This is an optimization exercise on Yosys and OpenROAD, whose aim is small area, a short achievable clock period and few clock cycles, not a production implementation.
In this exercise RTL edits were held to simulation tests only and were not proved equivalent to the original.
Power and IR drop assume default switching activity.

==> flow/design.v, too long to show whole: its modules and the start of the top module <==
// module gaag_mulcs: 1298 lines
// module gather_along_axis_address_gen: 225 lines
module gather_along_axis_address_gen #(
  parameter int RANK           = 4,
  parameter int AXIS_SIZE_BITS = 16
) (
  input  logic                  clk,
  input  logic                  rst_n,
  input  logic                  cfg_we,
  input  logic [CFG_IDX_W-1:0]  cfg_index,
  input  logic [CFG_W-1:0]      cfg_wdata,
  input  logic                  in_tvalid,
  output logic                  in_tready,
  input  logic [DATA_W-1:0]     in_tdata,    
  output logic                  out_tvalid,
  input  logic                  out_tready,
  output logic [2*DATA_W-1:0]   out_tdata,   
  output logic                  out_tlast
);
  // ...
==> flow/run.sh <==
#!/bin/bash
# synth_recipe.tcl (not shown) runs the flow's synth.tcl, then flattens the netlist and writes it again
# the make line also repeats each setting of config.mk as NAME=value (left out here)
make -C /OpenROAD-flow-scripts/flow DESIGN_CONFIG=/design/flow/config.mk WORK_HOME=/design/flow/orfs CLKGATE_MAP_FILE= SYNTH_SCRIPT=/design/flow/synth_recipe.tcl finish
==> flow/config.mk <==
export PLATFORM = sky130hd
export DESIGN_NAME = gather_along_axis_address_gen
export DESIGN_NICKNAME = gather_along_axis_address_gen
export VERILOG_FILES = /design/flow/design.v
export SDC_FILE = /design/flow/constraint.sdc
export NUM_CORES = 4
export LEC_CHECK = 0
export CAP_MARGIN = 20
export CORE_MARGIN = 2
export CORE_UTILIZATION = 60
export SETUP_SLACK_MARGIN = 5
export SLEW_MARGIN = 20
==> flow/constraint.sdc <==
create_clock -name core_clock -period 10.0 [get_ports {clk}]
set_input_delay 2.0000 -clock core_clock [delete_from_list [all_inputs] [get_ports {clk}]]
set_output_delay 2.0000 -clock core_clock [all_outputs]
set_load 0.01 [all_outputs]
==> summary.md, run 1 <==
| Metric | Value |
|---|---|
| Result of the run | no timing/DRC/antenna violations |
| Count of port buffers added during placement | 265 |
| CTS max path bufs | 3 |
| Tap cell count | 1298 |
| Final Instance Area | 68200 µm² |
| Setup TNS | 0 ps |
| WS Path Type | register to register |
| Starting density of the core | 60.4% |
| Drt via density | 6.16 |
| Vias | 49200 |
| Worst flop-to-flop path startpoint | c[61] |
| Global-route wire length before repair | 283000 µm |
| Mux cell area share after synthesis | 2.30% |
| Met1 layer usage reported by global route | 49.0% |
| Maximum number of pins on one net before global-route repair | 120 |
| Total power density per cell area | 209 nW/µm² |
| Cell type with the highest aggregate area in the netlist | sky130_fd_sc_hd__dfxtp_1 |
| Multi-input combinational cell area | 39800 µm² |
| Count of flip-flops with a built-in enable after synthesis | 240 |
| Most common cell after layout, fill and taps aside | sky130_fd_sc_hd__inv_1 |
| Multi-input combinational area share | 58.4% |
| Routed met3 length | 17500 µm |
| Final worst-path cycle share | 52.0% |
| Sequential fraction of design power | 28.5% |
| Routed length on met1 | 77800 µm |
| Adder and majority gate portion of the synthesized area | 22.1% |
| Clock-net power | 3.32 mW |
| TritonCTS buffer count | 87 |
| Mean instance size in the synthesized netlist | 9.29 µm² |
| Yosys top cell area share | 16.6% |
| Synth top cells by count | sky130_fd_sc_hd__inv_1, sky130_fd_sc_hd__nand2_1, sky130_fd_sc_hd__dfxtp_1 |
Testbench counts, summed over its fixed seeds: cycles 10,978.
==> run 2: changes to the inputs <==
--- a/flow/config.mk
+++ b/flow/config.mk
@@ -7,6 +7,6 @@
 export LEC_CHECK = 0
 export CAP_MARGIN = 20
 export CORE_MARGIN = 2
-export CORE_UTILIZATION = 60
+export CORE_UTILIZATION = 40
 export SETUP_SLACK_MARGIN = 5
 export SLEW_MARGIN = 20
==> summary.md, run 2 <==
| Metric | Value |
|---|---|
| I/O pin count | 266 (unchanged) |
| CP arrival | 5630 ps (about the same) |
| Ys async rst share | 0% (unchanged) |
| Multi-input combinational cell area | 39800 µm² (about the same) |
| Number of global-route vias before repair | 48600 (was 48000) |
| Setup TNS | 0 ps (unchanged) |
| RSZ-0062 raised after global routing | yes (unchanged) |
| Count of port buffers added during placement | 265 (unchanged) |
| Max-slew violation count | 0 (unchanged) |
| Critical path destination | o_src[62] (unchanged) |
| Layout cell share with drive strength beyond 1 | 7.48% (was 7.79%) |
| Total congestion overflow | 0 (unchanged) |
| Synth top cells by count | sky130_fd_sc_hd__inv_1, sky130_fd_sc_hd__nand2_1, sky130_fd_sc_hd__dfxtp_1 (unchanged) |
| Clock sinks | 740 (unchanged) |
| WS Path Type | register to register (unchanged) |
| Die Outline Area | 154000 µm² (was 103000 µm²) |
| First-pass detailed-route iteration total | 6 (was 7) |
| Synthesized cell area | 60400 µm² (unchanged) |
| Seq. cell area | 17200 µm² (about the same) |
| Sum of net half-perimeters after detailed placement | 143000 µm (was 133000 µm) |
| Worst flop-to-flop path startpoint | m_s[29] (was c[61]) |
| Static Leakage | 28.0 nW (about the same) |
| Yosys top cell area share | 16.6% (unchanged) |
| Worst Path Max Fanout | 6 (was 5) |
| Total power density per cell area | 210 nW/µm² (was 209 nW/µm²) |
| Crit start category | register (unchanged) |
| Maximum number of pins on one net before global-route repair | 89 (was 120) |
| Non-filler cells, final | 8687 (was 7979) |
| Critical path cell sequence | inv_1, fa_1, inv_1, fa_1, inv_1, fa_1, inv_1, ha_1, a21oi_2, o21bai_1, a21oi_1, nand3b_1, or3_4, a21oi_4, o21ai_4, a21boi_2, nor2_1, o2111a_1, a211o_1 (was and2_1, fa_1, fa_1, fa_1, ha_1, a21oi_1, o21ai_0, a31oi_2, a211oi_2, or3_4, a21oi_4, buf_12, o21ai_4, a21boi_2, nor2_2, o2111a_1, a211o_1) |
| Finish-stage setup viols | 0 (unchanged) |
| Setup skew after layout | 86.9 ps (was 47.4 ps) |
| Antenna Violating Nets Remaining | 0 (unchanged) |
| Internal power summed over all cells | 8.45 mW (was 8.44 mW) |
| Ranking of synthesized cells by area | sky130_fd_sc_hd__dfxtp_1, sky130_fd_sc_hd__fa_1, sky130_fd_sc_hd__edfxtp_1, sky130_fd_sc_hd__xnor2_1, sky130_fd_sc_hd__ha_1 (unchanged) |
| Path class of the lowest-slack min-delay path | register to register (unchanged) |
| Logic depth of the worst path, buffers included | 19 (was 17) |
| Placeable Area | 150000 µm² (was 100000 µm²) |
| Most repeated cell in the gate-level netlist after synthesis | sky130_fd_sc_hd__inv_1 (unchanged) |
| CTS tree | done (unchanged) |
| CP Data Required Time | 10460 ps (was 10430 ps) |
| Area added between synthesis and finish | 14.3% (was 12.8%) |
| Post-Synthesis Net Count | 7409 (unchanged) |
| Hold Fails Final Rpt | 0 (unchanged) |
| Category of cells accounting for the largest share of critical-path delay | adder cells (unchanged) |
| Drt via density | 5.60 (was 6.16) |
| Clock share of power | 23.8% (was 23.3%) |
| CTS max path bufs | 3 (unchanged) |
| Worst reg2reg path depth | 19 (was 17) |
| Number of cell rows | 142 (was 116) |
| Initial antenna violation count | 14 (was 9) |
| Post-Place Cells | 8469 (was 7749) |
| Mean instance size in the synthesized netlist | 9.29 µm² (unchanged) |
| Launch point of the worst path | m_s[29] (was c[61]) |
| Switching pwr | 6.03 mW (was 5.82 mW) |
| Worst path bufs/invs | 4 (was 1) |
| Total global-route track usage | 25.2% (was 35.3%) |
| Net switching fraction of the power | 41.6% (was 40.8%) |
| Share of total power in combinational logic | 48.2% (was 48.3%) |
| Highest ir drop seen on vdd | 0.152 mV (was 0.284 mV) |
| Setup slack of the most critical reg-to-reg path | 4830 ps (was 4800 ps) |
| Total number of yosys warnings | 1 (unchanged) |
| Commonest cells after routing, fill and taps aside | sky130_fd_sc_hd__inv_1, sky130_fd_sc_hd__nand2_1, sky130_fd_sc_hd__dfxtp_1, sky130_fd_sc_hd__fa_1, sky130_fd_sc_hd__xnor2_1 (was sky130_fd_sc_hd__inv_1, sky130_fd_sc_hd__nand2_1, sky130_fd_sc_hd__dfxtp_1, sky130_fd_sc_hd__xnor2_1, sky130_fd_sc_hd__fa_1) |
| Filler cells | 14400 (was 8031) |
| Number of unique standard cell types used by synthesis | 107 (unchanged) |
| Result of the run | no timing/DRC/antenna violations (unchanged) |
| Max-Slew Margin vs Limit | 24.2% (was 30.6%) |
| H-tree level count | 3 (unchanged) |
| Time the worst path needs with I/O delays and setup | 5170 ps (was 5200 ps) |
| Starting density of the core | 40.3% (was 60.4%) |
| Stage delay of the slowest cell on the critical path | 550 ps (was 570 ps) |
| Clock network latency to the later pin of the worst-skew pair | 740 ps (was 680 ps) |
| Final worst-path cycle share | 51.7% (was 52.0%) |
| TritonCTS buffer count | 89 (was 87) |
| Cell type with the highest aggregate area in the netlist | sky130_fd_sc_hd__dfxtp_1 (unchanged) |
| Maximum clock frequency | 193 MHz (was 192 MHz) |
| Detailed-route wire length | 196000 µm (was 184000 µm) |
| X dimension of the die | 393 µm (was 321 µm) |
| Die outline height | 393 µm (was 321 µm) |
| Most numerous cell on the critical path | sky130_fd_sc_hd__inv_1 (was sky130_fd_sc_hd__fa_1) |
| Number of remaining DRC errors | 0 (unchanged) |
| Clock slew at the register clock pins of the worst setup and hold paths | 60 ps (about the same) |
| DRT iter0 DRCs | 4406 (was 4926) |
| Cell with the largest stage delay on the worst path | sky130_fd_sc_hd__fa_1 (unchanged) |
| Reg-to-reg endpoint | o_src[62] (unchanged) |
| Most common cell after layout, fill and taps aside | sky130_fd_sc_hd__inv_1 (unchanged) |
| Vias | 48700 (was 49200) |
| Count of state elements after synthesis | 740 (unchanged) |
| Gp weighted congestion | 0.902 (was 1.00) |
| Gate count of the mapped netlist | 6503 (unchanged) |
| Primary flip-flop cell chosen by synthesis mapping | sky130_fd_sc_hd__dfxtp_1 (unchanged) |
| Number of nets in the layout | 7497 (was 7505) |
| Sequential fraction of design power | 28.0% (was 28.5%) |
| Type of destination of the critical path | register (unchanged) |
| Global-route wire length before repair | 299000 µm (was 283000 µm) |
| Root Driver | sky130_fd_sc_hd__clkbuf_16 (unchanged) |
| Average detailed-routed wire length per instance | 22.6 µm (was 23.0 µm) |
| Count of flip-flops with a built-in enable after synthesis | 240 (unchanged) |
| Sequential share of the synthesized area | 28.5% (unchanged) |
| Max-capacitance violation count | 0 (unchanged) |
| Actual slew at the worst max-slew pin | 1140 ps (was 1040 ps) |
-- run 2: cell counts after synthesis --
No cell type changed its count.
-- run 2: area by class of cell --
class | instances | share of cell area (%)
multi-input cells | 4623 | 57.6
flip-flops and latches | 740 | 25.0
repair buffers | 382 | 5.18
inverters | 754 | 4.11
well taps | 2016 | 3.65
clock buffers | 120 | 3.62
clock inverters | 48 | 0.883
diodes | 3 | 0.0109
repair inverters | 1 | 0.00725
-- run 2: kinds of logic after synthesis --
kind of cell | after synthesis | synth area share (%)
and+or+nand+nor | 1563 | 12.8
AOI/OAI and AO/OA | 1378 | 15.7
buffers and inverters | 1140 | 7.18
xor gates and xnor gates | 791 | 11.5
adders and majority gates | 773 | 22.1
DFF | 740 | 28.5
muxes | 118 | 2.30
-- run 2: worst min-delay path by stage --
stage,from,cells after the start,endpoint,slack (ps)
after detailed placement,a_t2,1,m_t2,420
final,a_t2,1,m_t2,440
after global routing,a_t1,1,m_t1,470
after global placement,a_t2,1,m_t2,420
after CTS,a_t2,1,m_t2,440
after floorplan,a_t1,1,m_t1,410
-- run 2: timing repair --
action,CTS,global route
pin swaps,26,25
cloned,0,2
hold buffers,0,0
setup buffers,28,17
resized for setup,88,58
setup endpoints to repair,257,182
-- run 2: metrics by stage --
step | instance area (µm²) | power, mW | hold WS [ps] | worst slack (ps) | utilization (%)
after floorplan | 60900 | 8.26 | 412 | 3530 | -
after detailed placement | 64900 | 10.7 | 423 | 3550 | 43.3
after global placement | 64900 | 10.6 | 418 | 3650 | 43.3
after global routing | 69000 | 15.5 | 469 | 4730 | 46.0
after CTS | 68600 | 14.4 | 444 | 4900 | 45.8
final | 69000 | 14.5 | 438 | 4830 | 46.0
-- run 2: metal layers --
| metal | part of all wire (%) | vias to the layer above | track usage [%] |
|---|---|---|---|
| li1 | - | 22300 | - |
| met1 | 44 | 24100 | 35.5 |
| met2 | 44 | 1986 | 38.9 |
| met3 | 8.4 | 319 | 4.63 |
| met4 | 3.0 | 2 | 8.18 |
| met5 | 0.0066 | - | 0 |
-- run 2: power groups by stage --
stage	logic [mW]	registers [mW]	clock network, mW
5_1_grt	7.71	4.10	3.65
2_1_floorplan	4.15	4.11	0
4_1_cts	6.78	4.07	3.54
3_5_place_dp	6.54	4.13	0
3_3_place_gp	6.48	4.13	0
6_report	6.97	4.06	3.45

afterwards: timing with drivers on the ports:
Ports are ideal in the flow. The routed layouts listed here were re-timed in OpenROAD. Step 1, drivers: a clkbuf_16 drives clk and a buf_2 each remaining input, both assumed. Step 2, shift: input delay + t, output delay - t, t = (earliest + latest rising clock arrival at the registers) / 2. This alone moves slack from input paths to output paths. a / b / c = ideal ports / drivers / drivers and shift; a / b = the first two.
| run | t (ns) | slack for setup (ns) | slew at the worst register clock pin (ns) | worst slew at a driven data input, ns |
|---|---|---|---|---|
| run 1 | 0.736 | 4.802 / 4.802 / 4.444 | 0.07 / 0.07 | 0.11 |
| run 2 | 0.782 | 4.828 / 4.828 / 4.329 | 0.09 / 0.09 | 0.10 |
After both steps setup and hold are still met in every run listed. For run 2, which loses most, drivers alone change the setup slack by 0.000 ns; drivers and shift together by -0.499 ns.
